This design comes from an exercise in tuning for small area and a short achievable clock period on the open sky130 flow, not from production work.
Only simulation tests tie the RTL to the original design; equivalence was not proved.
The clock port is modelled as an ideal driver, which makes a skipped or thinned clock tree look cheaper than it is; a real chip needs a root buffer or a tree.
Power and IR drop assume default switching activity.

==> flow/design.v (excerpt) <==
module multi_chnl_data_fmt
(
    input  logic                      clk_i,
    input  logic                      rstn_i,
    input  logic [1:0]                cmd_i,
    input  logic [ADDR_WIDTH-1:0]     cmd_addr_i,
    input  logic [CMD_DATA_WIDTH-1:0] cmd_data_i,
    output logic [CMD_DATA_WIDTH-1:0] cmd_data_o,
    input  logic [CH_DATA_WIDTH-1:0]  ch0_data_i,
    input  logic [CH_DATA_WIDTH-1:0]  ch1_data_i,
    input  logic [CH_DATA_WIDTH-1:0]  ch2_data_i,
    input  logic                      ch0_vld_i,
    input  logic                      ch1_vld_i,
    input  logic                      ch2_vld_i,
    output logic                      ch0_ready_o,
    output logic                      ch1_ready_o,
    output logic                      ch2_ready_o,
    input  logic                      fmt_grant_i,
    output logic [CHID_WIDTH-1:0]     fmt_chid_o,
    output logic                      fmt_req_o,
    output logic [LEN_WIDTH-1:0]      fmt_length_o,
    output logic [CH_DATA_WIDTH-1:0]  fmt_data_o,
    output logic                      fmt_start_o,
    output logic                      fmt_end_o
);
Size: about 6200 cells after synthesis, ~220 I/O pins, roughly 120000 µm² of cells after synthesis.
clock: 4.0 ns
lec_check: 0
cap_margin: 20
core_margin: 2
core_utilization: 55
cts_cluster_diameter: 80
cts_cluster_size: 30
setup_slack_margin: 1.9
slew_margin: 60
synth_hierarchical: 1
synth_minimum_keep_size: 0
tns_end_percent: 5
standard.sh (not shown) runs the stock make flow with config.mk's settings and CLKGATE_MAP_FILE= SYNTH_SCRIPT=/design/flow/synth_recipe.tcl, a recipe that flattens the netlist after the stock synthesis.
==> flow/flow/run.sh <==
#!/bin/bash
# The standard layout (the standard.sh: ORFS synthesis to finish) with these changes:
#  - the port buffers are built from buf_4 instead of the default buffer (every input and
#    output port still gets its own buffer);
#  - ABC maps the logic for a 1 fF load per output instead of 5, so the read tree's small
#    AND-OR gates come out at drive strength 1; timing repair upsizes what needs it;
#  - after clock_tree_synthesis, flow/post_cts.tcl replaces its three-level clock tree with a
#    balanced two-level one (clk_i -> 4 root clkbuf_16 -> ~25-flop leaf clkbuf_16 clusters),
#    upsizes the read tree's long-wire NAND4s, then repairs setup and hold as ORFS's CTS step
#    would (that step's own repair is skipped).
# Registers and their names are untouched. The make output goes to flow_make.log; ORFS's own
# logs (including the CTS step's, with post_cts.tcl's output) stay under orfs/logs.
set -euo pipefail
bash standard.sh 'BUFFER_PORTS_ARGS=-buffer_cell sky130_fd_sc_hd__buf_4' ABC_LOAD_IN_FF=1 \
    SKIP_CTS_REPAIR_TIMING=1 "POST_CTS_TCL=$PWD/flow/post_cts.tcl" finish > flow_make.log 2>&1
==> flow/flow/post_cts.tcl <==
# Replace the clock tree that clock_tree_synthesis built with a two-level one:
# clk_i -> 4 root clkbuf_16 -> leaf clkbuf_16 (about 25 flip-flops each) -> flip-flops.
source [file dirname [info script]]/mktree.tcl
set block [ord::get_db_block]
set clk [$block findNet clk_i]
# collect the tree's buffers and its sinks
set bufs {}
set sinks {}
set todo [list $clk]
while {[llength $todo]} {
  set net [lindex $todo 0]; set todo [lrange $todo 1 end]
  foreach it [$net getITerms] {
    if {[$it isOutputSignal]} { continue }
    set inst [$it getInst]
    set m [[$inst getMaster] getName]
    if {[string match "*df*" $m]} {
      lappend sinks $it
    } else {
      # clock buffers and clock_tree_synthesis's dummy loads
      lappend bufs $inst
      foreach oit [$inst getITerms] {
        if {[$oit isOutputSignal] && [$oit getNet] ne "NULL"} { lappend todo [$oit getNet] }
      }
    }
  }
}
puts "removing [llength $bufs] clock buffers, [llength $sinks] sinks"
foreach inst $bufs {
  foreach it [$inst getITerms] {
    set net [$it getNet]
    if {$net eq "NULL"} { continue }
    $it disconnect
    if {[$it isOutputSignal]} {
      foreach it2 [$net getITerms] { $it2 disconnect }
      odb::dbNet_destroy $net
    }
  }
  odb::dbInst_destroy $inst
}
foreach it $sinks { $it connect $clk }
set kinds {}
foreach it $sinks { lappend kinds [[[$it getInst] getMaster] getName] }
foreach k [lsort -unique $kinds] { puts "sink kind $k [llength [lsearch -all $kinds $k]]" }
build_clock_tree 25 11 2 2
# The read tree's group NAND4s drive the long wires to the cross-channel NOR3s: one size up.
set n 0
foreach inst [$block getInsts] {
  if {[[$inst getMaster] getName] ne "sky130_fd_sc_hd__nand4_1"} { continue }
  set onet [[$inst findITerm Y] getNet]
  if {$onet eq "NULL"} { continue }
  foreach it [$onet getITerms] {
    if {[string match "sky130_fd_sc_hd__nor3_*" [[[$it getInst] getMaster] getName]]} {
      replace_cell [$inst getName] sky130_fd_sc_hd__nand4_2
      incr n
      break
    }
  }
}
puts "upsized $n read-tree nand4"
detailed_placement
estimate_parasitics -placement
repair_timing -setup -setup_margin $::env(SETUP_SLACK_MARGIN) -repair_tns $::env(TNS_END_PERCENT) -match_cell_footprint -verbose
repair_timing -hold -hold_margin 0 -match_cell_footprint -verbose
detailed_placement
check_placement -verbose
report_clock_skew
Other scripts of this flow, unchanged in this note and not shown: flow/flow/mktree.tcl
Next try:
Settings changed: SETUP_SLACK_MARGIN 1.9 to 2.0, TNS_END_PERCENT 5 to 20.
Cell count went up by 1.7%.
Utilization went up by 2.3 points.
Area after synthesis does not change.
Worst setup slack improved by 100 ps.
Clock skew decreases by 4.4 ps.
First-iteration DRC count came out higher by 2.5%.
Clock power is about the same.
No run of this note takes its clock network from TritonCTS; it comes from the design's own scripts or RTL.

==> port drivers added, routing unchanged <==
Ports are ideal in the flow. The routed layouts listed here were re-timed in OpenROAD.
Step 1 assumes that a clkbuf_16 drives the clock port and a buf_2 every other input.
Step 2 moves the port delays by t, midway between the first and last clock arrival at a register: inputs arrive t later, outputs are due t later. That takes back most of the time a late clock gives input paths.
a / b / c = ideal / step 1 / step 2; a / b = the first two.
run | t, ns | setup WS [ns] | clock arrival spread, ns | worst register clock-pin slew, ns | worst data-port slew with drivers (ns)
the first run | 0.925 | 1.674 / 1.594 / 1.111 | 0.046 / 0.046 | 0.12 / 0.12 | 0.11
the second run | 0.934 | 1.774 / 1.595 / 1.307 | 0.036 / 0.036 | 0.12 / 0.12 | 0.08
After both steps setup and hold are still met in every run listed. The setup slack of the first run, which loses most, moves by -0.080 ns with the drivers and by -0.563 ns with both steps.
